Source: an optimization exercise on an open RTL-to-GDS flow (aim: small area and a short achievable clock period). Production flows keep margins and buffers that such runs may drop.
No functional check of the RTL was part of any run shown here.
No activity file was given, so power comes from the tool's default toggle rates.

$ cat run.sh
#!/bin/bash
# synth_recipe.tcl (not shown) runs the flow's synth.tcl, then flattens the netlist and writes it again
# the make line also repeats each setting of config.mk as NAME=value (left out here)
make -C /OpenROAD-flow-scripts/flow DESIGN_CONFIG=/design/flow/config.mk WORK_HOME=/design/flow/orfs CLKGATE_MAP_FILE= SYNTH_SCRIPT=/design/flow/synth_recipe.tcl finish
$ cat config.mk
export PLATFORM = sky130hd
export DESIGN_NAME = tia_core
export DESIGN_NICKNAME = tia_core
export VERILOG_FILES = /design/flow/design.v
export SDC_FILE = /design/flow/constraint.sdc
export NUM_CORES = 4
export LEC_CHECK = 0
export CAP_MARGIN = 20
export CORE_MARGIN = 2
export CORE_UTILIZATION = 40
export SLEW_MARGIN = 20
$ cat constraint.sdc
create_clock -name core_clock -period 6.0 [get_ports {clock}]
set_input_delay 1.2000 -clock core_clock [delete_from_list [all_inputs] [get_ports {clock}]]
set_output_delay 1.2000 -clock core_clock [all_outputs]
set_load 0.01 [all_outputs]
$ cat design.v
`default_nettype none
package tia_pkg;
    localparam int word_width = 16;
    localparam int tag_width = 2;
    localparam int num_in = 2;
    localparam int num_out = 2;
    localparam int num_regs = 4;
    localparam int num_preds = 4;
    localparam int num_slots = 8;
    localparam int slot_index_width = 3;
    localparam int reg_index_width = 2;
    localparam int chan_depth = 4;
    localparam int wb_addr_width = 5;
    localparam int wb_data_width = 32;
    localparam int addr_instr_base = 0;
    localparam int addr_reg_base = 16;
    localparam int addr_status = 20;
    typedef enum logic [3:0] {
        op_nop = 4'd0,
        op_mov = 4'd1,
        op_add = 4'd2,
        op_sub = 4'd3,
        op_and = 4'd4,
        op_or = 4'd5,
        op_xor = 4'd6,
        op_eq = 4'd7,
        op_lt = 4'd8,
        op_halt = 4'd9
    } op_t;
    typedef enum logic [1:0] {
        src_imm = 2'd0,
        src_reg = 2'd1,
        src_chan = 2'd2
    } src_t;
    typedef enum logic [1:0] {
        dst_none = 2'd0,
        dst_reg = 2'd1,
        dst_out = 2'd2,
        dst_pred = 2'd3
    } dst_t;
    typedef struct packed {
        logic [tag_width-1:0] tag;
        logic [word_width-1:0] data;
    } packet_t;
    typedef struct packed {
        logic vi;
        logic [num_preds-1:0] ptm;
        logic [num_preds-1:0] pfm;
        logic [num_in-1:0] icr;
        logic [num_in-1:0] ictm;
        logic [tag_width-1:0] ict;
        op_t op;
        src_t st0;
        logic [reg_index_width-1:0] si0;
        src_t st1;
        logic [reg_index_width-1:0] si1;
        dst_t dt;
        logic [reg_index_width-1:0] di;
        logic [tag_width-1:0] oct;
        logic [num_in-1:0] icd;
        logic [num_preds-1:0] pus;
        logic [num_preds-1:0] puc;
        logic [word_width-1:0] imm;
        logic [4:0] pad;
    } instr_t;
endpackage
`default_nettype wire
`default_nettype none
module channel_fifo (
    input wire logic clock,
    input wire logic rst,
    input wire logic push,
    input wire logic [17:0] push_packet,
    input wire logic pop,
    output logic [17:0] head,
    output logic empty,
    output logic full
);
    logic [3:0][17:0] mem;
    logic [1:0] rd_ptr;
    logic [1:0] wr_ptr;
    assign head = mem[rd_ptr];
    always_ff @(posedge clock) begin
        if (push) begin
            mem[wr_ptr] <= push_packet;
        end
    end
    always_ff @(posedge clock) begin
        if (rst) begin
            rd_ptr <= '0;
            wr_ptr <= '0;
            empty <= 1'b1;
            full <= 1'b0;
        end else begin
            if (push) begin
                wr_ptr <= wr_ptr + 2'd1;
            end
            if (pop) begin
                rd_ptr <= rd_ptr + 2'd1;
            end
            if (push && !pop) begin
                empty <= 1'b0;
                full <= (wr_ptr + 2'd1 == rd_ptr);
            end else if (pop && !push) begin
                full <= 1'b0;
                empty <= (rd_ptr + 2'd1 == wr_ptr);
            end
        end
    end
endmodule
`default_nettype wire
`default_nettype none
module host_port (
    input wire logic clock,
    input wire logic rst,
    input wire logic wb_cyc,
    input wire logic wb_stb,
    input wire logic wb_we,
    input wire logic [4:0] wb_adr,
    input wire logic [31:0] wb_dat_w,
    input wire logic [3:0][15:0] regs,
    input wire logic [3:0] preds,
    input wire logic halted,
    output logic [31:0] wb_dat_r,
    output logic wb_ack,
    output logic [7:0][63:0] slots
);
    logic [15:0][31:0] half;
    logic request;
    logic wr;
    logic [31:0] wdata;
    logic [31:0] read_word;
    assign request = wb_cyc && wb_stb && !wb_ack;
    assign wr = request && wb_we && !wb_adr[4];
    assign wdata = wb_dat_w & {32{!rst}};
    for (genvar h = 0; h < 16; h++) begin : g_half
        always_ff @(posedge clock) begin
            if (rst || (wr && wb_adr[3:0] == h)) begin
                half[h] <= wdata;
            end
        end
    end
    for (genvar s = 0; s < 8; s++) begin : g_slot
        assign slots[s] = {half[2*s+1], half[2*s]};
    end
    always_comb begin
        if (!wb_adr[4]) begin
            read_word = half[wb_adr[3:0]];
        end else if (wb_adr[3:2] == 2'b00) begin
            read_word = {16'd0, regs[wb_adr[1:0]]};
        end else if (wb_adr[3:0] == 4'd4) begin
            read_word = {23'd0, halted, 4'd0, preds};
        end else begin
            read_word = '0;
        end
    end
    always_ff @(posedge clock) begin
        if (rst) begin
            wb_ack <= 1'b0;
        end else begin
            wb_ack <= request;
        end
        wb_dat_r <= read_word;
    end
endmodule
`default_nettype wire
`default_nettype none
module trigger_unit (
    input wire logic clock,
    input wire logic rst,
    input wire logic execute,
    input wire logic halted,
    input wire logic [7:0][63:0] slots,
    input wire logic [1:0] in_empty,
    input wire logic [1:0][1:0] in_head_tags,
    input wire logic [1:0] out_full,
    input wire logic [1:0] x_pop,
    input wire logic [1:0] x_push,
    input wire logic x_hazard,
    input wire logic pred_we,
    input wire logic [1:0] pred_idx,
    input wire logic pred_val,
    output logic [1:0] f_pop,
    output logic [1:0] f_push,
    output logic f_regwe,
    output logic f_predwe,
    output logic f_halt,
    output logic [3:0] f_op,
    output logic [1:0] f_st0,
    output logic [1:0] f_si0,
    output logic [1:0] f_st1,
    output logic [1:0] f_si1,
    output logic [1:0] f_di,
    output logic [1:0] f_oct,
    output logic [15:0] f_imm,
    output logic [3:0] preds
);
    localparam int FW = 47;
    logic [1:0] eff_empty;
    logic [1:0] eff_full;
    logic [7:0] qual;
    logic [7:0] sel;
    logic [7:0][FW-1:0] fld;
    logic [FW-1:0] m;
    logic go;
    logic [1:0] m_pop;
    logic m_out0, m_out1, m_reg, m_pred, m_halt;
    logic [3:0] m_pus, m_puc;
    assign eff_empty = in_empty | x_pop;
    assign eff_full = out_full | x_push;
    for (genvar s = 0; s < 8; s++) begin : g_slot
        logic vi;
        logic [3:0] ptm, pfm, pus, puc, op;
        logic [1:0] icr, ictm, ict, dt, di, icd;
        assign vi = slots[s][63];
        assign ptm = slots[s][62:59];
        assign pfm = slots[s][58:55];
        assign icr = slots[s][54:53];
        assign ictm = slots[s][52:51];
        assign ict = slots[s][50:49];
        assign op = slots[s][48:45];
        assign dt = slots[s][36:35];
        assign di = slots[s][34:33];
        assign icd = slots[s][30:29];
        assign pus = slots[s][28:25];
        assign puc = slots[s][24:21];
        assign qual[s] = vi
            && ((~ptm | preds) == 4'hf)
            && ((pfm & preds) == 4'h0)
            && (((icr | ictm) & eff_empty) == 2'b00)
            && !(ictm[0] && in_head_tags[0] != ict)
            && !(ictm[1] && in_head_tags[1] != ict)
            && !(dt == 2'd2 && di == 2'd0 && eff_full[0])
            && !(dt == 2'd2 && di == 2'd1 && eff_full[1]);
        assign fld[s] = {icd,
                         dt == 2'd2 && di == 2'd0,
                         dt == 2'd2 && di == 2'd1,
                         dt == 2'd1,
                         dt == 2'd3,
                         op == 4'd9,
                         pus, puc, op,
                         slots[s][44:37], di, slots[s][32:31], slots[s][20:5]};
    end
    always_comb begin
        for (int s = 0; s < 8; s++) begin
            sel[s] = qual[s];
            for (int t = 0; t < s; t++) begin
                if (qual[t]) sel[s] = 1'b0;
            end
        end
    end
    always_comb begin
        m = '0;
        for (int s = 0; s < 8; s++) begin
            m = m | ({FW{sel[s]}} & fld[s]);
        end
    end
    assign {m_pop, m_out0, m_out1, m_reg, m_pred, m_halt, m_pus, m_puc,
            f_op, f_st0, f_si0, f_st1, f_si1, f_di, f_oct, f_imm} = m;
    assign go = execute && !halted && !x_hazard && !rst;
    assign f_pop = m_pop & {2{go}};
    assign f_push = {m_out1, m_out0} & {2{go}};
    assign f_regwe = m_reg && go;
    assign f_predwe = m_pred && go;
    assign f_halt = m_halt && go;
    always_ff @(posedge clock) begin
        for (int i = 0; i < 4; i++) begin
            if (rst) begin
                preds[i] <= 1'b0;
            end else if (pred_we && pred_idx == i) begin
                preds[i] <= pred_val;
            end else begin
                preds[i] <= (preds[i] && !(go && m_puc[i])) || (go && m_pus[i]);
            end
        end
    end
endmodule
`default_nettype wire
`default_nettype none
module integer_alu (
    input wire logic [3:0] op,
    input wire logic [15:0] a,
    input wire logic [15:0] b,
    output logic [15:0] result
);
    logic sub;
    logic [15:0] bx;
    logic [16:0] sum;
    logic [15:0] x;
    assign sub = (op == 4'd3) || (op == 4'd8);
    assign bx = b ^ {16{sub}};
    assign sum = {1'b0, a} + {1'b0, bx} + {16'd0, sub};
    assign x = a ^ b;
    always_comb begin
        case (op)
            4'd1: result = a;
            4'd2: result = sum[15:0];
            4'd3: result = sum[15:0];
            4'd4: result = a & b;
            4'd5: result = a | b;
            4'd6: result = x;
            4'd7: result = {15'd0, x == 16'd0};
            4'd8: result = {15'd0, !sum[16]};
            default: result = '0;
        endcase
    end
endmodule
`default_nettype wire
`default_nettype none
module execute_stage (
    input wire logic clock,
    input wire logic rst,
    input wire logic [1:0] f_pop,
    input wire logic [1:0] f_push,
    input wire logic f_regwe,
    input wire logic f_predwe,
    input wire logic f_halt,
    input wire logic [3:0] f_op,
    input wire logic [1:0] f_st0,
    input wire logic [1:0] f_si0,
    input wire logic [1:0] f_st1,
    input wire logic [1:0] f_si1,
    input wire logic [1:0] f_di,
    input wire logic [1:0] f_oct,
    input wire logic [15:0] f_imm,
    input wire logic [1:0][15:0] in_data,
    output logic [1:0] pop,
    output logic [1:0] push,
    output logic [17:0] push_packet,
    output logic x_hazard,
    output logic pred_we,
    output logic [1:0] pred_idx,
    output logic pred_val,
    output logic [3:0][15:0] regs,
    output logic halted
);
    logic x_regwe;
    logic x_halt;
    logic [3:0] x_op;
    logic [1:0] x_st0, x_si0, x_st1, x_si1, x_di, x_oct;
    logic [15:0] x_imm;
    logic [15:0] operand_a;
    logic [15:0] operand_b;
    logic [15:0] result;
    logic [15:0] rdata;
    always_ff @(posedge clock) begin
        pop <= f_pop;
        push <= f_push;
        x_regwe <= f_regwe;
        pred_we <= f_predwe;
        x_halt <= f_halt;
        x_op <= f_op;
        x_st0 <= f_st0;
        x_si0 <= f_si0;
        x_st1 <= f_st1;
        x_si1 <= f_si1;
        x_di <= f_di;
        x_oct <= f_oct;
        x_imm <= f_imm;
    end
    assign x_hazard = pred_we || x_halt;
    always_comb begin
        case (x_st0)
            2'd0: operand_a = x_imm;
            2'd1: operand_a = regs[x_si0];
            2'd2: operand_a = in_data[x_si0[0]];
            default: operand_a = '0;
        endcase
        case (x_st1)
            2'd0: operand_b = x_imm;
            2'd1: operand_b = regs[x_si1];
            2'd2: operand_b = in_data[x_si1[0]];
            default: operand_b = '0;
        endcase
    end
    integer_alu u_alu (.op(x_op), .a(operand_a), .b(operand_b), .result(result));
    assign pred_idx = x_di;
    assign pred_val = result[0];
    assign push_packet = {x_oct, result};
    assign rdata = result & {16{!rst}};
    for (genvar r = 0; r < 4; r++) begin : g_reg
        always_ff @(posedge clock) begin
            if (rst || (x_regwe && x_di == r)) begin
                regs[r] <= rdata;
            end
        end
    end
    always_ff @(posedge clock) begin
        if (rst) begin
            halted <= 1'b0;
        end else if (x_halt) begin
            halted <= 1'b1;
        end
    end
endmodule
`default_nettype wire
`default_nettype none
module tia_core (
    input wire logic clock,
    input wire logic rst,
    input wire logic execute,
    output logic halted,
    output logic channels_quiescent,
    input wire logic wb_cyc,
    input wire logic wb_stb,
    input wire logic wb_we,
    input wire logic [4:0] wb_adr,
    input wire logic [31:0] wb_dat_w,
    output logic [31:0] wb_dat_r,
    output logic wb_ack,
    input wire logic [1:0] in_valid,
    output logic [1:0] in_ready,
    input wire logic [3:0] in_tag,
    input wire logic [31:0] in_data,
    output logic [1:0] out_valid,
    input wire logic [1:0] out_ready,
    output logic [3:0] out_tag,
    output logic [31:0] out_data
);
    logic [7:0][63:0] slots;
    logic [3:0] preds;
    logic [3:0][15:0] regs;
    logic [1:0][17:0] in_heads;
    logic [1:0][1:0] in_head_tags;
    logic [1:0][15:0] in_head_data;
    logic [1:0] in_empty;
    logic [1:0] in_full;
    logic [1:0] out_empty;
    logic [1:0] out_full;
    logic [1:0][17:0] out_heads;
    logic [1:0] pop;
    logic [1:0] push;
    logic [17:0] push_packet;
    logic x_hazard;
    logic pred_we;
    logic [1:0] pred_idx;
    logic pred_val;
    logic [1:0] f_pop;
    logic [1:0] f_push;
    logic f_regwe;
    logic f_predwe;
    logic f_halt;
    logic [3:0] f_op;
    logic [1:0] f_st0, f_si0, f_st1, f_si1, f_di, f_oct;
    logic [15:0] f_imm;
    for (genvar c = 0; c < 2; c++) begin : g_in
        channel_fifo u_fifo (
            .clock(clock), .rst(rst),
            .push(in_valid[c] && !in_full[c]),
            .push_packet({in_tag[2*c +: 2], in_data[16*c +: 16]}),
            .pop(pop[c]), .head(in_heads[c]), .empty(in_empty[c]), .full(in_full[c])
        );
        assign in_ready[c] = !in_full[c];
        assign in_head_tags[c] = in_heads[c][17:16];
        assign in_head_data[c] = in_heads[c][15:0];
    end
    for (genvar c = 0; c < 2; c++) begin : g_out
        channel_fifo u_fifo (
            .clock(clock), .rst(rst), .push(push[c]), .push_packet(push_packet),
            .pop(out_ready[c] && !out_empty[c]),
            .head(out_heads[c]), .empty(out_empty[c]), .full(out_full[c])
        );
        assign out_valid[c] = !out_empty[c];
        assign out_tag[2*c +: 2] = out_heads[c][17:16];
        assign out_data[16*c +: 16] = out_heads[c][15:0];
    end
    host_port u_host (
        .clock(clock), .rst(rst), .wb_cyc(wb_cyc), .wb_stb(wb_stb), .wb_we(wb_we),
        .wb_adr(wb_adr), .wb_dat_w(wb_dat_w), .regs(regs), .preds(preds), .halted(halted),
        .wb_dat_r(wb_dat_r), .wb_ack(wb_ack), .slots(slots)
    );
    trigger_unit u_trigger (
        .clock(clock), .rst(rst), .execute(execute), .halted(halted), .slots(slots),
        .in_empty(in_empty), .in_head_tags(in_head_tags), .out_full(out_full),
        .x_pop(pop), .x_push(push), .x_hazard(x_hazard),
        .pred_we(pred_we), .pred_idx(pred_idx), .pred_val(pred_val),
        .f_pop(f_pop), .f_push(f_push), .f_regwe(f_regwe), .f_predwe(f_predwe),
        .f_halt(f_halt), .f_op(f_op), .f_st0(f_st0), .f_si0(f_si0), .f_st1(f_st1),
        .f_si1(f_si1), .f_di(f_di), .f_oct(f_oct), .f_imm(f_imm), .preds(preds)
    );
    execute_stage u_execute (
        .clock(clock), .rst(rst), .f_pop(f_pop), .f_push(f_push), .f_regwe(f_regwe),
        .f_predwe(f_predwe), .f_halt(f_halt), .f_op(f_op), .f_st0(f_st0), .f_si0(f_si0),
        .f_st1(f_st1), .f_si1(f_si1), .f_di(f_di), .f_oct(f_oct), .f_imm(f_imm),
        .in_data(in_head_data), .pop(pop), .push(push), .push_packet(push_packet),
        .x_hazard(x_hazard), .pred_we(pred_we), .pred_idx(pred_idx), .pred_val(pred_val),
        .regs(regs), .halted(halted)
    );
    assign channels_quiescent = (&in_empty) && (&out_empty);
endmodule
`default_nettype wire
==> summary.md, run 1 <==
| Metric | Value |
|---|---|
| DIE AREA | 127000 µm² |
| CTS Buf Count | 102 |
| Worst Hold Class | reg2reg |
| Drt total wl | between 150000 and 200000 µm |
| CTS sink cnt | 965 |
| HPWL Detailed | 110000 µm |
| Syn avg cell area | around 13 µm² |
| R2R Path End | g_out[1].u_fifo.mem[35]$_DFFE_PP_ |
| Synthesized flop and latch total | 965 |
| Post-CTS setup repair buffer count | 0 |
| Max VDD drop | 0.230 mV |
| Area grow syn2layout | 14.1% |
| Synth area leader | edfxtp_1 |
| Hold Crit Start | u_host.half[13]$_DFFE_PP_ |
| Critical path required time | ~6.4 ns |
| CP arrival | around 5.7 ns |
| Layout Nets | 4000 |
| Tightest Pin Transition | 1.16 ns |
| Worst r2r src | g_in[0].u_fifo.rd_ptr[0]$_SDFFE_PP0P_ |
| Synthesized Nets | around 3900 |
| Fin. max-slew vios | 0 |
| Worst Setup SP | g_in[0].u_fifo.rd_ptr[0]$_SDFFE_PP0P_ |
| Final period util | 88.7% |
| Root buffer cell | clkbuf_16 |
| RSZ-0062 raised after global routing | false |
| Crit path launch type | flip-flop |
| First-pass GRT wire length | approximately 240000 µm |
| Crit path capture type | flip-flop |
| Wire length per cell | 29.2 µm |
| GRT overflow | 0 |
| Post-synth EDFFs | 864 |
| Fraction of layout cells with a size suffix above 1 | 16.6% |
| Initial Util | 40.3% |
| Post-synth ARST share | 0% |
| R2R Setup Slk | 0.68 ns |
| DR DRC count | 0 |
| R2r worst-path depth | 15 |
| Core Rows | between 100 and 150 |
| Cell area after placement | 53400 µm² |
| Hold buffers post-CTS | 0 |
| Antenna viol nets, final | 0 |
| DR iter-0 viols | 5463 |
| Vias in the first global route | 34100 |
| Synth cell types | 89 |
| Clock-pin slew on the worst setup and hold paths | 0.06 ns |
| DRT Pass-1 Iters | 9 |
| Fin Clk Skew | approximately 0.059 ns |
| PostCTS Resize Cnt | 0 |
| Setup-failing EPs final | 0 |
| Post-synthesis cell count | 3745 |
| Initial antenna violation count | 3 |
| Pin count of the biggest net entering global routing | 78 |
| Slew headroom | 22.7% |
| Worst Setup EP | g_out[1].u_fifo.mem[35]$_DFFE_PP_ |
| Final hold vios | 0 |
| Min cycle time layout | 5.32 ns |
| Top FF cell, synth | edfxtp_1 |
| Final non-filler cell total | 5569 |
| Core Area | 124000 µm² |
| Max Freq | 0.188 GHz |
| Post-Syn Area | between 40000 and 50000 µm² |
| Setup TNS | 0 ns |
| Routability congestion estimate | roughly 0.9 |
| Clock latency (worst-skew pair) | between 0.7 and 0.8 ns |
| Register area share after synthesis | 56.2% |
| CTS tree | done |
| Outcome | timing/DRC/antenna clean |
| Fillers | 11000 |
| Placed Cells | around 5400 |
| MaxCap Viol Count | 0 |
| Lkg Pwr | around 0.019 µW |
| Die Span Y | about 360 µm |
| Design area | 56800 µm² |
| YS warnings | 5 |
| Area share of the largest cell type after synthesis | 52.1% |
| IO buf count | 157 |
| Die Span X | 357 µm |
| Longest Clk Path Bufs | 3 |
| CP Class | reg2reg |
| H-tree Lvls | 3 |
| I/O pins | about 160 |
| Crit Path Max Fanout | 20 |
| Final Util | 46.0% |
| Vias per cell | 6.36 |
| Largest cells by area after synthesis | edfxtp_1, mux4_2, dfxtp_1 |
| P per Cell Area | between 200 and 300 nW/µm² |
| Total Routing Usage GR | about 25% |
| DR vias | 35400 |
==> layout make-up <==
| class | instances | area (µm²) | share of cell area [%] |
|---|---|---|---|
| diodes | 1 | 2.50 | 0.00440 |
| well taps | 1637 | 2050 | 3.61 |
| flip-flops and latches | 965 | 28000 | 49.2 |
| inverters | 223 | 837 | 1.47 |
| multi-input cells | 2284 | 20100 | 35.4 |
| repair buffers | 267 | 2490 | 4.38 |
| clock inverters | 56 | 534 | 0.940 |
| clock buffers | 136 | 2810 | 4.95 |
==> power breakdown <==
part / total, µW / internal [µW] / leakage, µW / switching (µW)
combinational: 2050 / 836 / 0.00832 / 1220
clock: 6320 / 3540 / 0.00163 / 2780
sequential: 8200 / 7880 / 0.00916 / 318
==> registers in the layout (all words and copies together), names as in the netlist, 4 cells and up <==
name and flops:
u_host.wb_dat_r 32, g_out.u_fifo.wr_ptr 4, u_host.half 512, u_execute.x_op 4, u_execute.x_imm 16, g_in.u_fifo.rd_ptr 4, g_out.u_fifo.rd_ptr 4, u_trigger.preds 4
g_out.u_fifo.mem 144, g_in.u_fifo.wr_ptr 4, g_in.u_fifo.mem 144, u_execute.regs 64
==> through the flow <==
| step | worst slack, ns | total power (µW) | hold WS (ns) |
|---|---|---|---|
| 3_3_place_gp | 0.781 | 10300 | 0.478 |
| 5_1_grt | 0.269 | 17100 | 0.548 |
| 4_1_cts | 0.739 | 16600 | 0.504 |
| 6_report | 0.675 | 16600 | 0.506 |
| 2_1_floorplan | 0.429 | 9510 | 0.422 |
| 3_5_place_dp | 0.738 | 10400 | 0.489 |
==> logic make-up (layout without fill, tap and decap cells) <==
kind of cell,count (synthesis),count (layout),share of synthesized area [%]
adders and majority gates,74,74,1.87
xor gates and xnor gates,77,77,1.35
other,0,1,0
buffers and inverters,496,682,3.82
and+or+nand+nor,800,800,8.00
DFF,965,965,56.2
muxes,451,451,16.2
AOI/OAI and AO/OA,882,882,12.6
==> worst min path at each step <==
stage                                    end  slack, ns  depth (start not counted)
5_1_grt        u_execute.halted$_SDFFE_PP0P_       0.55                          2
4_1_cts           u_execute.x_imm[8]$_DFF_P_       0.50                          2
2_1_floorplan  u_execute.halted$_SDFFE_PP0P_       0.42                          2
3_3_place_gp     u_execute.x_imm[10]$_DFF_P_       0.48                          2
6_report          u_execute.x_imm[8]$_DFF_P_       0.51                          2
3_5_place_dp   u_execute.halted$_SDFFE_PP0P_       0.49                          2
==> worst max-delay path: stages (launching register included) <==
cell and delay, ns:
dfxtp_1 0.44, buf_4 0.41, mux4_2 0.61, mux2i_1 0.31
o22ai_1 0.19, xor2_1 0.18, ha_1 0.37, a21oi_1 0.20
o21ai_0 0.18, a311oi_2 0.55, o31ai_1 0.16, xor2_1 0.20
a221oi_4 0.45, mux2i_1 0.28, mux2i_2 0.37, o221ai_1 0.15
==> cells in the final DEF (no fill, tap or decap), types with 26 or more instances in the layout <==
cell type	netlist	final
ha_1	73	73
mux2i_1	149	149
xnor2_1	26	26
a221o_1	32	32
o22ai_1	158	158
nor2_1	216	216
a31oi_1	39	39
o2bb2ai_1	68	68
o21ai_0	101	101
nand2b_1	57	57
nor2b_1	77	72
nand2_1	180	180
clkdlybuf4s50_1	0	151
clkbuf_16	0	104
edfxtp_1	864	864
buf_4	5	104
o221ai_1	58	58
dfxtp_1	101	96
nor3_1	35	35
mux4_2	282	282
a21oi_1	131	131
xor2_1	51	51
a22oi_1	76	76
inv_1	216	216
nand3_1	91	90
a222oi_1	34	34
==> synth_stat cells, types with 39 or more instances <==
library cell    n
nor2b_1        77
inv_1         216
a21oi_1       131
nor2_1        216
a22oi_1        76
nand3_1        91
mux2i_1       149
nand2b_1       57
xor2_1         51
clkbuf_1      194
o21ai_0       101
ha_1           73
mux4_2        282
nand2_1       180
dfxtp_1       101
o2bb2ai_1      68
o221ai_1       58
a31oi_1        39
o22ai_1       158
edfxtp_1      864
buf_1          55
==> routing by layer <==
metal  part of all wire (%)  global-route usage, %  vias to the layer above
met5                 0.0080                      0                        -
met4                    3.6                   8.69                        2
li1                       -                      -                    15000
met2                     47                   39.4                     2051
met1                     40                   34.5                    18000
met3                    9.5                   4.60                      314
==> run 2, diff against run 1 <==
--- a/design.v
+++ b/design.v
@@ -81,7 +81,9 @@
     logic [1:0] wr_ptr;
     assign head = mem[rd_ptr];
-    always_ff @(posedge clock) begin
-        if (push) begin
-            mem[wr_ptr] <= push_packet;
+    for (genvar i = 0; i < 4; i++) begin : g_entry
+        always_ff @(posedge clock) begin
+            if (push && wr_ptr == i) begin
+                mem[i] <= push_packet;
+            end
         end
     end
--- a/config.mk
+++ b/config.mk
@@ -6,6 +6,8 @@
 export NUM_CORES = 4
 export LEC_CHECK = 0
+export ABC_CLOCK_PERIOD_IN_PS = 2500
 export CAP_MARGIN = 20
 export CORE_MARGIN = 2
 export CORE_UTILIZATION = 40
+export SETUP_SLACK_MARGIN = 3.0
 export SLEW_MARGIN = 20
==> run 2 against run 1 <==
  * Still clean on timing, DRC and antenna
  * Global-route usage is essentially flat
  * Worst hold slack lost 0.017 ns
  * Maximum frequency grew 36%
  * Critical path type unchanged
  * Critical endpoint is now g_out[0].u_fifo.mem[68]$_DFFE_PP_
==> summary.md, run 2 <==
| Metric | Value |
|---|---|
| Commonest non-fill, non-tap cell in the layout | edfxtp_1 |
| DR vias | 27700 (-22%) |
| Setup TNS | 0 ns (unchanged) |
| Area share of the largest cell type after synthesis | 59.9% (+7.8 points) |
| R2r worst-path depth | 13 (-2) |
| Crit path capture type | flip-flop |
| Slowest CP cell | mux4_2 |
| Core Area | 107000 µm² (-13%) |
| Placed Cells | 4087 (-24%) |
| YS warnings | 5 (unchanged) |
| Outcome | timing/DRC/antenna clean |
| Synth area leader | edfxtp_1 |
| M1 WL | 54600 µm (-17%) |
| Worst r2r src | u_execute.x_si1[0]$_DFF_P_ |
| Synth cell types | 76 (-15%) |
| CP arrival | 4.39 ns (-1.35 ns) |
| Antenna viol nets, final | 0 (unchanged) |
| Synthesized flop and latch total | 965 (unchanged) |
| Count leader, synth | edfxtp_1 |
| CP Class | reg2reg |
| Synthesized Nets | 2788 (-29%) |
| Multi-input logic area | 16100 µm² (-20%) |
| Worst Hold Path EP | u_execute.halted$_SDFFE_PP0P_ |
| RSZ-0062 raised after global routing | true |
| Post-synthesis cell count | 2637 (-30%) |
| Syn avg cell area | 16.4 µm² (+24%) |
| Critical path required time | 6.47 ns (+0.06 ns) |
| Min cycle time layout | 3.92 ns (-1.40 ns) |
| Final non-filler cell total | 4482 (-20%) |
| Worst Hold Class | reg2reg |
| Tightest Pin Transition | 1.16 ns (+0.00522 ns) |
| Hold depth | 2 (unchanged) |
| Family with the most delay on the worst path | compound AO/OA/AOI/OAI gates |
| Area grow syn2layout | 25.4% |
| WL met2 | 67600 µm (-11%) |
| Max reg flops | 512 (unchanged) |
| Worst-path cell chain | buf_4, mux4_2, mux2i_4, o22ai_2, xor2_1, ha_1, a21boi_2, o21ai_2, a21oi_2, o21a_4, o41a_1, mux2_4, o21ai_4 |
| Fin Clk Skew | 0.0371 ns (-0.0221 ns) |
| Post-Syn Area | 43300 µm² (-13%) |
| DR DRC count | 0 (unchanged) |
| Fin. max-slew vios | 0 (unchanged) |
| Hold buffers post-CTS | 0 (unchanged) |
| CTS Buf Count | 100 (-2.0%) |
| Post-synth ARST share | 0% (unchanged) |
| Largest regs | u_host.half: 512 flops, g_in.u_fifo.mem: 144 flops, g_out.u_fifo.mem: 144 flops |
| Cell area after placement | 46900 µm² (-12%) |
| Final hold vios | 0 (unchanged) |
| Most frequent cells in the layout | edfxtp_1, mux4_2, buf_4, clkdlybuf4s50_1, clkbuf_16 |
| Worst hold slack | 0.488 ns (-0.0173 ns) |
| Post-synth EDFFs | 864 (unchanged) |
| CTS sink cnt | 965 (unchanged) |
| Hold Crit Start | u_execute.x_halt$_DFF_P_ |
| Fraction of layout cells with a size suffix above 1 | 34.0% (+17 points) |
| Routability congestion estimate | 0.920 (-0.41%) |
| Setup WS pre-CTS | 1.15 ns (+0.410 ns) |
| Fillers | 8737 (-20%) |
| I/O pins | 158 (unchanged) |
| DIE AREA | 111000 µm² (-13%) |
| Crit Path Max Fanout | 8 (-60%) |
| Slew headroom | 22.3% (-0.36 points) |
| Vias per cell | 6.19 (-2.7%) |
| R2R Path End | g_out[0].u_fifo.mem[68]$_DFFE_PP_ |
| Root buffer cell | clkbuf_16 |
| Antenna cells | 0 (-1) |
| Buf/Inv on CP | 1 (unchanged) |
| H-tree Lvls | 3 (unchanged) |
| Most flops, register | u_host.half |
| Max VDD drop | 0.241 mV (+5.1%) |
| IO buf count | 157 (unchanged) |
| Vias in the first global route | 28100 (-18%) |
| Setup-failing EPs final | 0 (unchanged) |
| First-pass GRT wire length | 200000 µm (-15%) |
| Top FF cell, synth | edfxtp_1 |
| Crit path launch type | flip-flop |
| Max Freq | 0.255 GHz (+36%) |
| Lkg Pwr | 0.0183 µW (-4.0%) |
| CTS tree | done |
| Register area | 28000 µm² (+0.16%) |
| Design area | 54300 µm² (-4.4%) |
| Die Span X | 333 µm (-6.7%) |
| Setup ws final | 2.08 ns (+1.40 ns) |
| Layout Nets | 3143 (-21%) |
| R2R Setup Slk | 2.08 ns (+1.40 ns) |
| Pin count of the biggest net entering global routing | 79 (+1.3%) |
| Total Routing Usage GR | 24.9% (about the same) |
| Die Span Y | 333 µm (-6.7%) |
| MaxCap Viol Count | 0 (unchanged) |
| P per Cell Area | 286 nW/µm² (-1.9%) |
| Max Used Layer | met5 |
| Commonest cells in the netlist | edfxtp_1, mux4_2, a22oi_1 |
| GRT overflow | 0 (unchanged) |
| CP max stage delay | 0.52 ns (-0.09 ns) |
| HPWL Detailed | 85300 µm (-22%) |
| Initial Util | 40.4% (+0.13 points) |
| DRT Pass-1 Iters | 6 (-3) |
| Longest Clk Path Bufs | 3 (unchanged) |
| Met3 WL | 12300 µm (-20%) |
| Largest cells by area after synthesis | edfxtp_1, mux4_2, dfxtp_1 |
| Drt total wl | 141000 µm (-13%) |
| Wire length per cell | 31.5 µm (+8.1%) |
| Register area share after synthesis | 64.5% (+8.4 points) |
| Final period util | 65.3% (-23 points) |
| Core Rows | 120 (-7.0%) |
| DR iter-0 viols | 3646 (-33%) |
| Clock-pin slew on the worst setup and hold paths | 0.06 ns (about the same) |
| Clock latency (worst-skew pair) | 0.70 ns (-0.02 ns) |
| Initial antenna violation count | 6 (+3) |
## run 2: cell count changes after synthesis, sizes merged, moves of 34 or more
cell	change
a22oi	+42
mux2i	-49
o2bb2ai	-68
nor2	-116
o22ai	-107
a222oi	-34
a221oi	+36
inv	-134
o221ai	-57
nand2	-92
clkbuf	-108
nand2b	-48
o21ai	-44
a21oi	-89
## run 2: per-stage QoR
step | utilization [%] | power [µW]
2_1_floorplan | - | 8780
3_3_place_gp | 43.8 | 9340
3_5_place_dp | 43.8 | 9370
4_1_cts | 50.0 | 15600
5_1_grt | 50.7 | 16000
6_report | 50.7 | 15600
## run 2: logic make-up (layout without fill, tap and decap cells)
| family | count (synthesis) | after routing | share of synthesized area (%) |
|---|---|---|---|
| flops | 965 | 965 | 64.5 |
| simple gates | 464 | 471 | 5.65 |
| compound gates | 423 | 423 | 6.83 |
| mux | 382 | 382 | 16.9 |
| buf+inv | 261 | 696 | 2.58 |
| xor+xnor | 74 | 74 | 1.50 |
| fa+ha+maj | 68 | 68 | 1.98 |
## run 2: layout make-up
class                      count  area share, %
clock buffer                 125           4.86
inverter                      83          0.574
sequential                   965           51.6
clock inverter                64           1.14
timing repair buffer         424           8.92
tap                         1403           3.23
multi-input combinational   1418           29.7
## run 2: worst max-delay path by stage
stage | start | end | slack (ns) | cells past startpoint
3_3_place_gp | g_in[1].u_fifo.rd_ptr[0]$_SDFFE_PP0P_ | u_execute.regs[28]$_DFFE_PP_ | 1.30 | 15
4_1_cts | u_execute.x_si1[0]$_DFF_P_ | g_out[0].u_fifo.mem[68]$_DFFE_PP_ | 2.07 | 15
3_5_place_dp | g_in[1].u_fifo.rd_ptr[0]$_SDFFE_PP0P_ | u_execute.regs[60]$_DFFE_PP_ | 1.15 | 15
6_report | u_execute.x_si1[0]$_DFF_P_ | g_out[0].u_fifo.mem[68]$_DFFE_PP_ | 2.08 | 13
5_1_grt | g_in[0].u_fifo.rd_ptr[0]$_SDFFE_PP0P_ | g_out[0].u_fifo.mem[68]$_DFFE_PP_ | 1.95 | 15
2_1_floorplan | g_in[1].u_fifo.rd_ptr[0]$_SDFFE_PP0P_ | g_out[0].u_fifo.mem[14]$_DFFE_PP_ | 2.15 | 17
## run 2: power breakdown
part	switching [µW]	total, µW	internal, µW
clock	2630	6160	3520
sequential	265	8010	7750
combinational	762	1390	625
## run 2: what timing repair did
| action | 4_1_cts | 5_1_grt |
|---|---|---|
| endpoints found under the setup margin | 782 | 313 |
| pin swaps | 119 | 41 |
| buffers inserted | 153 | 31 |
| gates resized for setup | 528 | 97 |
| gates cloned | 19 | 3 |
## run 2: tightest hold or removal path, cell delays in order (launching register included)
cell and delay, ns:
dfxtp_1 0.32, nor2_1 0.06, nor2_1 0.07
## run 2: routing by layer
layer | GRT usage, % | up-vias
met2 | 40.8 | 1602
met3 | 4.40 | 376
li1 | - | 11400
met5 | 0 | -
met1 | 32.7 | 14300
met4 | 10.7 | 8
==> run 3, diff against run 2 <==
--- a/config.mk
+++ b/config.mk
@@ -6,8 +6,8 @@
 export NUM_CORES = 4
 export LEC_CHECK = 0
-export ABC_CLOCK_PERIOD_IN_PS = 2500
+export ABC_CLOCK_PERIOD_IN_PS = 3000
 export CAP_MARGIN = 20
 export CORE_MARGIN = 2
 export CORE_UTILIZATION = 40
-export SETUP_SLACK_MARGIN = 3.0
+export SETUP_SLACK_MARGIN = 2.5
 export SLEW_MARGIN = 20
==> run 3 against run 2 <==
  * Still clean
  * First-iteration DRC count is 16% lower
  * Flip-flop and latch count did not move
  * Utilization is 1.6 points lower
  * Die area stayed put
  * Worst hold slack better by 0.017 ns
  * Synthesized area stayed put
  * Non-clock buffer count shrank 74
  * Critical path type unchanged
==> summary.md, run 3 <==
| Metric | Value |
|---|---|
| Outcome | timing/DRC/antenna clean |
| CP Class | reg2reg |
| CTS tree | done |
| DR vias | 27000 (-2.6%) |
| Crit Path Max Fanout | 7 (-1) |
| Setup ws final | 2.05 ns (-0.0335 ns) |
| Register area share after synthesis | 64.5% (unchanged) |
| Fin Clk Skew | 0.0409 ns (+0.00371 ns) |
| Area share of the largest cell type after synthesis | 59.9% (unchanged) |
| CP max stage delay | 0.58 ns (+0.06 ns) |
| R2R Path End | u_execute.regs[11]$_DFFE_PP_ |
| Worst Setup EP | u_execute.regs[11]$_DFFE_PP_ |
| Final hold vios | 0 (unchanged) |
| Worst Hold Class | reg2reg |
| DR DRC count | 0 (unchanged) |
| Post-Syn Area | 43300 µm² (unchanged) |
| Critical path required time | 6.49 ns (+0.02 ns) |
| Largest cells by area after synthesis | edfxtp_1, mux4_2, dfxtp_1 |
| R2r worst-path depth | 12 (-1) |
| Vias per cell | 6.13 (-0.86%) |
| Worst-path cell chain | buf_12, buf_4, mux4_2, mux2i_1, o22ai_1, ha_1, nand4_1, or4_4, a21oi_4, nor2_2, or3_4, a31oi_4 |
| Setup-failing EPs final | 0 (unchanged) |
| CTS Buf Count | 100 (unchanged) |
| Design area | 52600 µm² (-3.2%) |
| MaxCap Viol Count | 0 (unchanged) |
| Most frequent cells in the layout | edfxtp_1, mux4_2, buf_4, clkdlybuf4s50_1, clkbuf_16 |
| Most flops, register | u_host.half |
| DIE AREA | 111000 µm² (unchanged) |
| Crit path launch type | flip-flop |
| H-tree Lvls | 3 (unchanged) |
| Worst hold slack | 0.506 ns (+0.0172 ns) |
| Pin count of the biggest net entering global routing | 77 (-2.5%) |
| Clock-pin slew on the worst setup and hold paths | 0.06 ns (about the same) |
| HPWL Detailed | 87300 µm (+2.4%) |
| Synthesized Nets | 2788 (unchanged) |
| Die Span X | 333 µm (unchanged) |
| Lkg Pwr | 0.0177 µW (-3.7%) |
| Routability congestion estimate | 0.894 (-2.8%) |
| Max Freq | 0.253 GHz (-0.85%) |
| Post-synth ARST share | 0% (unchanged) |
| Crit path capture type | flip-flop |
| Commonest cells in the netlist | edfxtp_1, mux4_2, a22oi_1 |
| Fin. max-slew vios | 0 (unchanged) |
| Layout Nets | 3065 (-2.5%) |
| Top FF cell, synth | edfxtp_1 |
| Hold Crit Start | u_host.half[415]$_DFFE_PP_ |
| Synth area leader | edfxtp_1 |
| Synth cell types | 76 (unchanged) |
| Largest regs | u_host.half: 512 flops, g_in.u_fifo.mem: 144 flops, g_out.u_fifo.mem: 144 flops |
| Setup TNS | 0 ns (unchanged) |
| First-pass GRT wire length | 193000 µm (-3.6%) |
| Buf/Inv on CP | 2 (+1) |
| DR iter-0 viols | 3068 (-16%) |
| Syn avg cell area | 16.4 µm² (unchanged) |
| Wire length per cell | 30.8 µm (-2.5%) |
| Longest Clk Path Bufs | 3 (unchanged) |
| Post-synthesis cell count | 2637 (unchanged) |
| Area grow syn2layout | 21.4% |
| Root buffer cell | clkbuf_16 |
| Initial antenna violation count | 9 (+3) |
| Min cycle time layout | 3.95 ns (+0.0335 ns) |
| Worst Setup SP | g_in[1].u_fifo.rd_ptr[0]$_SDFFE_PP0P_ |
| Post-synth EDFFs | 864 (unchanged) |
| GRT overflow | 0 (unchanged) |
| Core Rows | 120 (unchanged) |
| Tightest Pin Transition | 1.15 ns (-0.0176 ns) |
| Synthesized flop and latch total | 965 (unchanged) |
| Clock latency (worst-skew pair) | 0.69 ns (about the same) |
| Family with the most delay on the worst path | simple AND/OR/NAND/NOR gates |
| P per Cell Area | 299 nW/µm² (+4.4%) |
| YS warnings | 5 (unchanged) |
| Drt total wl | 135000 µm (-4.2%) |
| Antenna viol nets, final | 0 (unchanged) |
| I/O pins | 158 (unchanged) |
| Antenna cells | 0 (unchanged) |
| Final period util | 65.9% (+0.56 points) |
| Slew headroom | 23.5% (+1.1 points) |
| Core Area | 107000 µm² (unchanged) |
| RSZ-0062 raised after global routing | true |
| CTS sink cnt | 965 (unchanged) |
| CP arrival | 4.44 ns (+0.05 ns) |
| Setup WS pre-CTS | 0.962 ns (-0.186 ns) |
| Initial Util | 40.4% (unchanged) |
| Final Util | 49.1% (-1.6 points) |
| DRT Pass-1 Iters | 6 (unchanged) |
| Worst r2r src | g_in[1].u_fifo.rd_ptr[0]$_SDFFE_PP0P_ |
| Max reg flops | 512 (unchanged) |
| Cell area after placement | 46800 µm² (-0.21%) |
| Slowest CP cell | mux4_2 |
| IO buf count | 157 (unchanged) |
| Fraction of layout cells with a size suffix above 1 | 28.9% (-5.1 points) |
| Commonest non-fill, non-tap cell in the layout | edfxtp_1 |
| R2R Setup Slk | 2.05 ns (-0.03 ns) |
| Max VDD drop | 0.240 mV (-0.57%) |
| WP depth | 12 (-1) |
| Die Span Y | 333 µm (unchanged) |
| Count leader, synth | edfxtp_1 |
| Vias in the first global route | 27300 (-3.0%) |
| Total Routing Usage GR | 24.0% (-0.92 points) |
-- run 3: power breakdown --
group | switching, µW | leakage (µW) | internal, µW
Sequential | 254 | 0.00925 | 7740
Clock | 2630 | 0.00166 | 3760
Combinational | 735 | 0.00676 | 597
Total | 3620 | 0.0177 | 12100
-- run 3: cell type report --
type                    count  area (µm²)
fillers                  8961       54600
flip-flops and latches    965       28000
multi-input cells        1414       15600
repair buffers            350        3530
clock buffers             133        2840
well taps                1403        1760
clock inverters            55         573
inverters                  83         312
-- run 3: worst reg2reg max path: stages (launching register included) --
cell and delay, ns:
dfxtp_4 0.37, buf_12 0.14, buf_4 0.12, mux4_2 0.58
mux2i_1 0.34, o22ai_1 0.21, ha_1 0.42, nand4_1 0.15
or4_4 0.54, a21oi_4 0.27, nor2_2 0.07, or3_4 0.37
a31oi_4 0.21
-- run 3: repair_timing --
action                     4_1_cts  5_1_grt
gates resized for setup        193      116
pin swaps                       45       56
hold buffers                     0        0
setup buffers                   75       37
setup endpoints to repair      272      194
cloned                           8        1
-- run 3: worst min-delay path by stage --
stage / endpoint / cells past startpoint / slack (ns)
6_report: u_execute.x_oct[0]$_DFF_P_ / 2 / 0.51
5_1_grt: u_execute.halted$_SDFFE_PP0P_ / 2 / 0.52
2_1_floorplan: u_execute.halted$_SDFFE_PP0P_ / 2 / 0.42
3_3_place_gp: u_execute.halted$_SDFFE_PP0P_ / 2 / 0.46
4_1_cts: u_execute.halted$_SDFFE_PP0P_ / 2 / 0.49
3_5_place_dp: u_execute.halted$_SDFFE_PP0P_ / 2 / 0.47
-- run 3: metal layers --
metal / vias up / routed length, µm / global-route usage (%)
li1: 11300 / - / -
met1: 14100 / 52500 / 31.6
met2: 1359 / 66200 / 39.5
met3: 280 / 11300 / 4.49
met4: 6 / 5320 / 9.16
met5: - / 36 / 0
-- run 3: cell families after synthesis --
kind of cell | Yosys count | synth area share, %
flops | 965 | 64.5
simple gates | 464 | 5.65
compound gates | 423 | 6.83
mux | 382 | 16.9
buf+inv | 261 | 2.58
xor+xnor | 74 | 1.50
fa+ha+maj | 68 | 1.98
-- run 3: metrics by stage --
step | std cells | total power, µW
3_5_place_dp | 4093 | 9370
2_1_floorplan | 2637 | 8770
4_1_cts | 4364 | 15800
6_report | 4403 | 15700
5_1_grt | 4403 | 16200
3_3_place_gp | 4092 | 9330
==> run 4, diff against run 3 <==
--- a/design.v
+++ b/design.v
@@ -113,4 +113,62 @@
 `default_nettype wire
 `default_nettype none
+module head_fifo (
+    input wire logic clock,
+    input wire logic rst,
+    input wire logic push,
+    input wire logic [17:0] push_packet,
+    input wire logic pop,
+    output logic [17:0] head,
+    output logic empty,
+    output logic full
+);
+    logic [2:0][17:0] mem;
+    logic [1:0] rd_ptr;
+    logic [1:0] wr_ptr;
+    logic [1:0] stored;
+    logic store;
+    logic take;
+    logic load_head;
+    logic [1:0] stored_next;
+    logic empty_next;
+    assign store = push && !empty && !(pop && stored == 2'd0);
+    assign take = pop && stored != 2'd0;
+    assign load_head = pop || (push && empty);
+    for (genvar i = 0; i < 3; i++) begin : g_entry
+        always_ff @(posedge clock) begin
+            if (store && wr_ptr == i) begin
+                mem[i] <= push_packet;
+            end
+        end
+    end
+    always_ff @(posedge clock) begin
+        if (load_head) begin
+            head <= (stored == 2'd0) ? push_packet : mem[rd_ptr];
+        end
+    end
+    assign stored_next = stored + {1'b0, store} - {1'b0, take};
+    assign empty_next = empty ? !push : (pop && !push && stored == 2'd0);
+    always_ff @(posedge clock) begin
+        if (rst) begin
+            rd_ptr <= '0;
+            wr_ptr <= '0;
+            stored <= '0;
+            empty <= 1'b1;
+            full <= 1'b0;
+        end else begin
+            if (store) begin
+                wr_ptr <= (wr_ptr == 2'd2) ? 2'd0 : wr_ptr + 2'd1;
+            end
+            if (take) begin
+                rd_ptr <= (rd_ptr == 2'd2) ? 2'd0 : rd_ptr + 2'd1;
+            end
+            stored <= stored_next;
+            empty <= empty_next;
+            full <= !empty_next && stored_next == 2'd3;
+        end
+    end
+endmodule
+`default_nettype wire
+`default_nettype none
 module host_port (
     input wire logic clock,
@@ -202,5 +260,4 @@
     logic [1:0] eff_full;
     logic [7:0] qual;
-    logic [7:0] sel;
     logic [7:0][FW-1:0] fld;
     logic [FW-1:0] m;
@@ -244,21 +301,24 @@
                          slots[s][44:37], di, slots[s][32:31], slots[s][20:5]};
     end
+    logic [3:0] a1;
+    logic [3:0][FW-1:0] m1;
+    logic [1:0] a2;
+    logic [1:0][FW-1:0] m2;
+    logic any;
     always_comb begin
-        for (int s = 0; s < 8; s++) begin
-            sel[s] = qual[s];
-            for (int t = 0; t < s; t++) begin
-                if (qual[t]) sel[s] = 1'b0;
-            end
+        for (int p = 0; p < 4; p++) begin
+            a1[p] = qual[2*p] || qual[2*p+1];
+            m1[p] = qual[2*p] ? fld[2*p] : fld[2*p+1];
         end
-    end
-    always_comb begin
-        m = '0;
-        for (int s = 0; s < 8; s++) begin
-            m = m | ({FW{sel[s]}} & fld[s]);
+        for (int k = 0; k < 2; k++) begin
+            a2[k] = a1[2*k] || a1[2*k+1];
+            m2[k] = a1[2*k] ? m1[2*k] : m1[2*k+1];
         end
+        any = a2[0] || a2[1];
+        m = a2[0] ? m2[0] : m2[1];
     end
     assign {m_pop, m_out0, m_out1, m_reg, m_pred, m_halt, m_pus, m_puc,
             f_op, f_st0, f_si0, f_st1, f_si1, f_di, f_oct, f_imm} = m;
-    assign go = execute && !halted && !x_hazard && !rst;
+    assign go = execute && !halted && !x_hazard && !rst && any;
     assign f_pop = m_pop & {2{go}};
     assign f_push = {m_out1, m_out0} & {2{go}};
@@ -447,5 +507,5 @@
     logic [15:0] f_imm;
     for (genvar c = 0; c < 2; c++) begin : g_in
-        channel_fifo u_fifo (
+        head_fifo u_fifo (
             .clock(clock), .rst(rst),
             .push(in_valid[c] && !in_full[c]),
==> run 4 against run 3 <==
  * Highest routed layer unchanged
  * Sequential power up 2.7%
  * Critical path depth is 5 higher
  * Utilization down 0.88 points
  * Count of clock-buffer cells in the layout is 3 higher
  * Final cell count increased by 5.1%
  * Worst hold slack got worse by 0.063 ns
  * Sequential share of layout area is 0.11 points higher
==> summary.md, run 4 <==
| Metric | Value |
|---|---|
| Outcome | timing/DRC/antenna clean |
| Buf/Inv on CP | 4 (+2) |
| Fillers | 9181 (+2.5%) |
| IO buf count | 157 (unchanged) |
| I/O pins | 158 (unchanged) |
| Post-synthesis cell count | 2823 (+7.1%) |
| Initial Util | 40.4% (about the same) |
| CTS Buf Count | 105 (+5.0%) |
| GR Util met3 | 4.79% (+0.30 points) |
| GR Util met2 | 39.6% (+0.087 points) |
| Area grow syn2layout | 19.3% |
| Critical path required time | 6.43 ns (-0.06 ns) |
| GRT overflow | 0 (unchanged) |
| Worst-path cell chain | buf_12, mux4_2, mux2i_4, o21ai_4, mux2i_4, inv_2, fa_2, nor2b_4, o21a_1, o21ai_2, a21oi_4, a21o_1, nor2_4, or3_4, a21oi_4, buf_6, inv_6 |
| DIE AREA | 113000 µm² (+1.7%) |
| Core Rows | 121 (+0.83%) |
| Crit Path Max Fanout | 8 (+1) |
| CP Class | reg2reg |
| Final period util | 64.6% (-1.3 points) |
| Longest Clk Path Bufs | 3 (unchanged) |
| Commonest cells in the netlist | edfxtp_1, mux4_2, nor2_1 |
| Syn avg cell area | 15.6 µm² (-4.9%) |
| Vias per cell | 6.05 (-1.3%) |
| DRT Pass-1 Iters | 8 (+2) |
| Clock latency (worst-skew pair) | 0.71 ns (+0.02 ns) |
| CTS tree | done |
| Max VDD drop | 0.252 mV (+4.9%) |
| Fraction of layout cells with a size suffix above 1 | 24.3% (-4.6 points) |
| Crit path launch type | flip-flop |
| Hold buffers post-CTS | 0 (unchanged) |
| Final Util | 48.2% (-0.88 points) |
| DR iter-0 viols | 3370 (+9.8%) |
| Cell area after placement | 47500 µm² (+1.5%) |
| Setup TNS | 0 ns (unchanged) |
| DR vias | 28000 (+3.7%) |
| Synth area leader | edfxtp_1 |
| MaxCap Viol Count | 0 (unchanged) |
| Wire length per cell | 29.8 µm (-3.2%) |
| Multi-input logic area | 15800 µm² (+1.8%) |
| Antenna viol nets, final | 0 (unchanged) |
| Die Span Y | 336 µm (+0.87%) |
| HPWL Detailed | 89800 µm (+2.9%) |
| Crit path capture type | flip-flop |
| DR DRC count | 0 (unchanged) |
| Worst hold slack | 0.442 ns (-0.0631 ns) |
| CTS sink cnt | 969 (+0.41%) |
| Family with the most delay on the worst path | compound AO/OA/AOI/OAI gates |
| Commonest non-fill, non-tap cell in the layout | edfxtp_1 |
| Drt total wl | 138000 µm (+1.7%) |
| Final hold vios | 0 (unchanged) |
| Tightest Pin Transition | 1.19 ns (+0.0482 ns) |
| Synthesized flop and latch total | 969 (+0.41%) |
| Slowest CP cell | mux4_2 |
| Setup-failing EPs final | 0 (unchanged) |
| Layout Nets | 3201 (+4.4%) |
| Most used routing layer | met2 |
| Post-synth EDFFs | 864 (unchanged) |
| Register area | 28100 µm² (+0.20%) |
| Max Freq | 0.258 GHz (+2.0%) |
| RSZ-0062 raised after global routing | true |
| Worst Hold Class | reg2reg |
| Die Span X | 336 µm (+0.87%) |
| P per Cell Area | 332 nW/µm² (+11%) |
| Root buffer cell | clkbuf_16 |
| Largest cells by area after synthesis | edfxtp_1, mux4_2, dfxtp_1 |
| Lkg Pwr | 0.0182 µW (+3.1%) |
| Design area | 52600 µm² (about the same) |
| Largest regs | u_host.half: 512 flops, g_out.u_fifo.mem: 144 flops, g_in.u_fifo.mem: 108 flops |
| Total Routing Usage GR | 23.8% (-0.14 points) |
| Top FF cell, synth | edfxtp_1 |
| Fin Clk Skew | 0.0653 ns (+0.0245 ns) |
| CP arrival | 4.30 ns (-0.14 ns) |
| Core Area | 109000 µm² (+1.8%) |
| Routability congestion estimate | 0.930 (+4.0%) |
| Grt met1 use | 30.9% (-0.64 points) |
| Area share of the largest cell type after synthesis | 58.8% (-1.0 points) |
| H-tree Lvls | 3 (unchanged) |
| Fin. max-slew vios | 0 (unchanged) |
| CP max stage delay | 0.51 ns (-0.07 ns) |
| Synth cell types | 88 (+16%) |
| Most frequent cells in the layout | edfxtp_1, mux4_2, nor2_1, mux2i_1, a21oi_1 |
| Synthesized Nets | 2968 (+6.5%) |
| Count leader, synth | edfxtp_1 |
| Clock-pin slew on the worst setup and hold paths | 0.06 ns (about the same) |
| Post-Syn Area | 44100 µm² (+1.8%) |
| Vias in the first global route | 27800 (+1.8%) |
| Post-synth ARST share | 0% (unchanged) |
| Min cycle time layout | 3.87 ns (-0.0790 ns) |
| First-pass GRT wire length | 195000 µm (+0.84%) |
| Initial antenna violation count | 9 (unchanged) |
| Slew headroom | 20.2% (-3.2 points) |
| Max reg flops | 512 (unchanged) |
| Register area share after synthesis | 63.6% (-0.94 points) |
| Most flops, register | u_host.half |
| YS warnings | 6 (+1) |
| Pin count of the biggest net entering global routing | 83 (+7.8%) |
run 4: cell types whose count changed in the layout (fill, tap and decap cells not counted), sizes merged, moves of 20 or more:
cell    before  now
a21oi       43  133
mux4       280  244
o21ai       61   86
nor2       101  189
a22oi      118   10
o22ai       51   26
mux2i      101  177
o22a         2   26
o221ai       2   27
a221oi      50   30
a211oi      10   54
buf        194  153
nor2b       56   78
nand3       73   34
run 4: area by class of cell:
cell class | instances | share of cell area [%]
Clock inverter | 63 | 1.45
Timing Repair Buffer | 307 | 5.52
Antenna cell | 2 | 0.00952
Multi-Input combinational cell | 1593 | 30.1
Inverter | 80 | 0.580
Sequential cell | 969 | 53.4
Tap cell | 1476 | 3.51
Clock buffer | 136 | 5.41
run 4: worst reg2reg max path: cells and delay by family (launching register included):
family | cells | cell delay [ns]
fa+ha+maj | 1 | 0.41
mux | 3 | 0.90
simple gates | 3 | 0.55
buf+inv | 4 | 0.38
compound gates | 6 | 0.96
flops | 1 | 0.42
run 4: repair_timing:
item	CTS	global route
setup endpoints to repair	344	232
endpoints found under the hold margin	0	0
gates resized for setup	142	60
pin swaps	39	32
buffers inserted	49	21
gates cloned	5	2
run 4: cell families (layout without fill, tap and decap cells):
family,Yosys count,in the layout,synth area share (%)
xor gates and xnor gates,72,72,1.43
buffers and inverters,265,586,2.50
and+or+nand+nor,514,516,5.81
AOI/OAI and AO/OA,514,516,8.20
adders and majority gates,62,62,1.78
DFF,969,969,63.6
other,0,2,0
muxes,427,427,16.7
run 4: power by group:
| part | leakage [µW] | switching (µW) | total, µW | internal (µW) |
|---|---|---|---|---|
| Combinational | 0.00737 | 1390 | 2520 | 1130 |
| Clock | 0.00174 | 2730 | 6710 | 3980 |
| Sequential | 0.00912 | 326 | 8220 | 7900 |
| Total | 0.0182 | 4450 | 17500 | 13000 |
run 4: path summary, 6_finish.rpt:
path                                   start                               end  slack (ns)  depth (start not counted)
setup / recovery  u_execute.x_si1[0]$_DFF_P_  g_out[0].u_fifo.mem[0]$_DFFE_PP_        2.13                         17
hold / removal      u_execute.x_halt$_DFF_P_     u_execute.halted$_SDFFE_PP0P_        0.44                          2
setup reg to reg  u_execute.x_si1[0]$_DFF_P_  g_out[0].u_fifo.mem[0]$_DFFE_PP_        2.13                         17
hold reg to reg     u_execute.x_halt$_DFF_P_     u_execute.halted$_SDFFE_PP0P_        0.44                          2
run 4: stage by stage:
stage,total power (µW),std cells,worst slack [ns]
after floorplan,9600,2823,2.45
after global placement,10400,4348,1.46
after detailed placement,10500,4348,1.36
after CTS,17400,4601,2.20
after global routing,18000,4624,2.00
final,17500,4626,2.13
run 4: layer usage:
| layer | part of all wire, % | vias up |
|---|---|---|
| met4 | 4.2 | 2 |
| met3 | 8.8 | 319 |
| met1 | 38 | 14400 |
| met5 | 0.012 | - |
| met2 | 48 | 1543 |
| li1 | - | 11700 |
==> run 5, diff against run 4 <==
--- a/design.v
+++ b/design.v
@@ -342,13 +342,12 @@
 module integer_alu (
     input wire logic [3:0] op,
+    input wire logic sub,
     input wire logic [15:0] a,
     input wire logic [15:0] b,
     output logic [15:0] result
 );
-    logic sub;
     logic [15:0] bx;
     logic [16:0] sum;
     logic [15:0] x;
-    assign sub = (op == 4'd3) || (op == 4'd8);
     assign bx = b ^ {16{sub}};
     assign sum = {1'b0, a} + {1'b0, bx} + {16'd0, sub};
@@ -400,5 +399,10 @@
     logic x_halt;
     logic [3:0] x_op;
-    logic [1:0] x_st0, x_si0, x_st1, x_si1, x_di, x_oct;
+    logic [1:0] x_di, x_oct;
+    logic x_sub;
+    logic [6:0] x_sa;
+    logic [6:0] x_sb;
+    logic [6:0] f_sa;
+    logic [6:0] f_sb;
     logic [15:0] x_imm;
     logic [15:0] operand_a;
@@ -413,8 +417,7 @@
         x_halt <= f_halt;
         x_op <= f_op;
-        x_st0 <= f_st0;
-        x_si0 <= f_si0;
-        x_st1 <= f_st1;
-        x_si1 <= f_si1;
+        x_sub <= (f_op == 4'd3) || (f_op == 4'd8);
+        x_sa <= f_sa;
+        x_sb <= f_sb;
         x_di <= f_di;
         x_oct <= f_oct;
@@ -422,19 +425,26 @@
     end
     assign x_hazard = pred_we || x_halt;
-    always_comb begin
-        case (x_st0)
-            2'd0: operand_a = x_imm;
-            2'd1: operand_a = regs[x_si0];
-            2'd2: operand_a = in_data[x_si0[0]];
-            default: operand_a = '0;
-        endcase
-        case (x_st1)
-            2'd0: operand_b = x_imm;
-            2'd1: operand_b = regs[x_si1];
-            2'd2: operand_b = in_data[x_si1[0]];
-            default: operand_b = '0;
+    function automatic logic [6:0] src_decode(input logic [1:0] st, input logic [1:0] si);
+        src_decode = '0;
+        case (st)
+            2'd0: src_decode[0] = 1'b1;
+            2'd1: src_decode[1 + si] = 1'b1;
+            2'd2: src_decode[5 + si[0]] = 1'b1;
+            default: ;
         endcase
-    end
-    integer_alu u_alu (.op(x_op), .a(operand_a), .b(operand_b), .result(result));
+    endfunction
+    assign f_sa = src_decode(f_st0, f_si0);
+    assign f_sb = src_decode(f_st1, f_si1);
+    function automatic logic [15:0] src_mux(input logic [6:0] sel, input logic [15:0] imm,
+                                            input logic [3:0][15:0] r,
+                                            input logic [1:0][15:0] ch);
+        src_mux = ({16{sel[0]}} & imm)
+            | ({16{sel[1]}} & r[0]) | ({16{sel[2]}} & r[1])
+            | ({16{sel[3]}} & r[2]) | ({16{sel[4]}} & r[3])
+            | ({16{sel[5]}} & ch[0]) | ({16{sel[6]}} & ch[1]);
+    endfunction
+    assign operand_a = src_mux(x_sa, x_imm, regs, in_data);
+    assign operand_b = src_mux(x_sb, x_imm, regs, in_data);
+    integer_alu u_alu (.op(x_op), .sub(x_sub), .a(operand_a), .b(operand_b), .result(result));
     assign pred_idx = x_di;
     assign pred_val = result[0];
==> run 5 against run 4 <==
  * Highest routed layer unchanged
  * Design area increased by 2.0%
  * Die area decreased by 0.26%
  * Still clean
  * Synthesized area decreased by 0.27%
  * Non-clock buffer count increased by 111
  * Critical path depth decreased by 4
  * Via count increased by 7.7%
  * Largest power group unchanged
==> summary.md, run 5 <==
| Metric | Value |
|---|---|
| Core Area | 109000 µm² (-0.14%) |
| Crit path capture type | flip-flop |
| DIE AREA | 113000 µm² (-0.26%) |
| Synth Area in Compound Gates | 10.1% (+1.9 points) |
| Longest Clk Path Bufs | 3 (unchanged) |
| Root buffer cell | clkbuf_16 |
| Final period util | 63.6% (-0.99 points) |
| Worst r2r src | u_execute.regs[34]$_DFFE_PP_ |
| Post-synthesis cell count | 2947 (+4.4%) |
| Initial antenna violation count | 7 (-2) |
| GRT overflow | 0 (unchanged) |
| Clock latency (worst-skew pair) | 0.70 ns (about the same) |
| Pin count of the biggest net entering global routing | 74 (-11%) |
| R2R Path End | u_execute.regs[30]$_DFFE_PP_ |
| Worst Hold Class | reg2reg |
| First-pass GRT wire length | 210000 µm (+8.2%) |
| Largest family of logic cells by synthesized area | multiplexers |
| Max VDD drop | 0.241 mV (-4.5%) |
| Vias in the first global route | 29400 (+5.9%) |
| Slew headroom | 22.4% (+2.1 points) |
| Worst Setup EP | u_execute.regs[30]$_DFFE_PP_ |
| Final hold vios | 0 (unchanged) |
| Commonest non-fill, non-tap cell in the layout | edfxtp_1 |
| Setup TNS | 0 ns (unchanged) |
| Post-synthesis adder-cell area fraction | 2.44% (+0.66 points) |
| Core Rows | 121 (unchanged) |
| H-tree Lvls | 3 (unchanged) |
| Most frequent cells in the layout | edfxtp_1, buf_4, mux4_2, nor2_1, nand2_1 |
| Register area share after synthesis | 64.1% (+0.49 points) |
| Fin. max-slew vios | 0 (unchanged) |
| Count leader, synth | edfxtp_1 |
| Most flops, register | u_host.half |
| DR DRC count | 0 (unchanged) |
| Layout Nets | 3451 (+7.8%) |
| Die Span Y | 336 µm (-0.13%) |
| Worst Setup SP | u_execute.regs[34]$_DFFE_PP_ |
| Fraction of layout cells with a size suffix above 1 | 26.6% (+2.3 points) |
| CTS Buf Count | 103 (-1.9%) |
| Commonest cells in the netlist | edfxtp_1, mux4_2, nor2_1 |
| Syn avg cell area | 14.9 µm² (-4.5%) |
| CTS tree | done |
| Drt total wl | 150000 µm (+9.2%) |
| Antenna viol nets, final | 0 (unchanged) |
| Routability congestion estimate | 0.959 (+3.1%) |
| DR vias | 30100 (+7.7%) |
| YS warnings | 6 (unchanged) |
| Mux contribution to synthesized area | 12.5% (-4.2 points) |
| Area grow syn2layout | 22.0% |
| Simple-gate area share of the yosys netlist | 6.83% (+1.0 points) |
| Post-synth EDFFs | 864 (unchanged) |
| Largest cells by area after synthesis | edfxtp_1, mux4_2, dfxtp_1 |
| DRT Pass-1 Iters | 7 (-1) |
| Synth cell types | 94 (+6.8%) |
| Max reg flops | 512 (unchanged) |
| Initial Util | 40.3% (-0.052 points) |
| Post-Syn Area | 44000 µm² (-0.27%) |
| Synthesized flop and latch total | 976 (+0.72%) |
| Largest regs | u_host.half: 512 flops, g_out.u_fifo.mem: 144 flops, g_in.u_fifo.mem: 108 flops |
| MaxCap Viol Count | 0 (unchanged) |
| Fin Clk Skew | 0.0215 ns (-0.0438 ns) |
| R2R Setup Slk | 2.18 ns (+0.06 ns) |
| Crit path launch type | flip-flop |
| Final Util | 49.2% (+1.0 points) |
| Top FF cell, synth | edfxtp_1 |
| Post-synth ARST share | 0% (unchanged) |
| Tightest Pin Transition | 1.16 ns (-0.0343 ns) |
| Setup-failing EPs final | 0 (unchanged) |
| Total power | 17200 µW (-1.5%) |
| DR iter-0 viols | 3919 (+16%) |
| Die Span X | 336 µm (-0.13%) |
| Total Routing Usage GR | 25.9% (+2.1 points) |
| Wire length per cell | 31.4 µm (+5.5%) |
| Synth Area in XOR/XNOR | 1.49% (+0.064 points) |
| Synth area leader | edfxtp_1 |
| Outcome | timing/DRC/antenna clean |
| HPWL Detailed | 97400 µm (+8.4%) |
| Vias per cell | 6.30 (+4.0%) |
| Synthesized Nets | 3115 (+5.0%) |
| Multi-input logic area | 15800 µm² (-0.30%) |
| RSZ-0062 raised after global routing | true |
| Min cycle time layout | 3.82 ns (-0.0596 ns) |
| Clock-pin slew on the worst setup and hold paths | 0.06 ns (about the same) |
| R2r worst-path depth | 13 (-4) |
| Cell area after placement | 47400 µm² (-0.28%) |
| CTS sink cnt | 976 (+0.72%) |
| Crit Path Max Fanout | 4 (-4) |
| Area share of the largest cell type after synthesis | 59.0% (+0.16 points) |
| Register area | 28300 µm² (+0.68%) |
| IO buf count | 157 (unchanged) |
| Fillers | 9129 (-0.57%) |
| CP arrival | 4.22 ns (-0.08 ns) |
| Critical path required time | 6.40 ns (-0.03 ns) |
| P per Cell Area | 321 nW/µm² (-3.4%) |
| I/O pins | 158 (unchanged) |
| Lkg Pwr | 0.0187 µW (+2.6%) |
| Max Freq | 0.262 GHz (+1.6%) |
| Design area | 53600 µm² (+2.0%) |
| CP Class | reg2reg |
| Hold buffers post-CTS | 0 (unchanged) |
[run 5: cell count changes in the layout (fill, tap and decap cells not counted), sizes merged, moves of 25 or more]
cell    delta
buf      +109
nand3     +25
nand2     +72
a211oi    -27
mux4      -32
mux2i    -106
a21oi     +26
o22a      -25
a22oi     +69
a222oi    +31
a311oi    +31
[run 5: logic make-up (layout without fill, tap and decap cells)]
| family | after synthesis | count (layout) |
|---|---|---|
| xor+xnor | 75 | 75 |
| buf+inv | 283 | 701 |
| simple gates | 617 | 623 |
| fa+ha+maj | 85 | 85 |
| other cells | 0 | 2 |
| compound gates | 627 | 627 |
| flops | 976 | 976 |
| mux | 284 | 284 |
[run 5: how the worst min path moves through the flow]
| stage | from | end | slack, ns | depth (start not counted) |
|---|---|---|---|---|
| 4_1_cts | u_execute.x_halt$_DFF_P_ | u_execute.halted$_SDFFE_PP0P_ | 0.47 | 2 |
| 6_report | u_execute.x_halt$_DFF_P_ | u_execute.halted$_SDFFE_PP0P_ | 0.48 | 2 |
| 2_1_floorplan | u_execute.x_halt$_DFF_P_ | u_execute.halted$_SDFFE_PP0P_ | 0.43 | 2 |
| 3_5_place_dp | u_execute.x_halt$_DFF_P_ | u_execute.halted$_SDFFE_PP0P_ | 0.46 | 2 |
| 5_1_grt | u_execute.x_halt$_DFF_P_ | u_execute.halted$_SDFFE_PP0P_ | 0.53 | 2 |
| 3_3_place_gp | u_execute.x_halt$_DFF_P_ | u_execute.halted$_SDFFE_PP0P_ | 0.45 | 2 |
[run 5: final cells by class]
class / instances / share of cell area, %
sequential: 976 / 52.7
multi-input combinational: 1694 / 29.5
timing repair buffer: 418 / 7.36
clock buffer: 125 / 5.16
tap: 1414 / 3.30
clock inverter: 68 / 1.38
inverter: 90 / 0.639
antenna: 2 / 0.00933
[run 5: metal layers]
metal / track usage [%] / share of wire [%] / vias up
li1: - / - / 12400
met3: 5.44 / 9.8 / 415
met2: 41.8 / 47 / 1973
met5: 0 / 0.024 / -
met4: 11.6 / 5.4 / 6
met1: 33.7 / 38 / 15300
[run 5: timing repair]
action	4_1_cts	5_1_grt
cloned	6	5
pin swaps	56	67
setup buffers	85	83
resized for setup	199	141
setup endpoints to repair	219	143
[run 5: critical path: stages (launching register included)]
cell      delay [ns]
edfxtp_1        0.42
a222oi_1        0.39
nand3_1         0.27
xnor2_1         0.19
ha_1            0.33
nor2b_1         0.15
o21a_1          0.20
o21ai_2         0.20
a21oi_2         0.09
a221o_1         0.32
o31a_1          0.28
mux2i_1         0.13
a221o_2         0.40
nor2b_4         0.16
[run 5: metrics by stage]
stage | hold WS (ns) | std cells | setup slack, ns
after floorplan | 0.431 | 2947 | 2.42
after global placement | 0.452 | 4411 | 1.28
after detailed placement | 0.459 | 4412 | 1.17
after CTS | 0.474 | 4696 | 2.33
after global routing | 0.526 | 4785 | 2.02
final | 0.485 | 4787 | 2.18
[run 5: power by group]
part,internal [µW],total (µW),switching [µW]
Clock,3830,6590,2760
Sequential,7930,8270,344
Combinational,994,2330,1340

-- afterwards: timing with drivers on the ports --
No port has a modelled driver above. Below, the same layouts with a new extraction and two added sets of constraints.
Step 1 assumes that a clkbuf_16 drives the clock port and a buf_2 every other input.
Step 2 also shifts input and output timing later by t, the mid clock arrival at the registers, as if the neighbouring blocks saw the same clock.
Three values: ideal ports, drivers, drivers and shift; two values: the first two.
run | t, ns | setup WS [ns]
run 1 | 0.768 | 0.675 / 0.675 / 0.675
run 2 | 0.760 | 2.080 / 2.080 / 2.080
run 3 | 0.742 | 2.046 / 2.046 / 1.832
run 4 | 0.754 | 2.125 / 2.125 / 1.859
run 5 | 0.758 | 2.185 / 2.185 / 1.862
After both steps setup and hold are still met in every run listed.
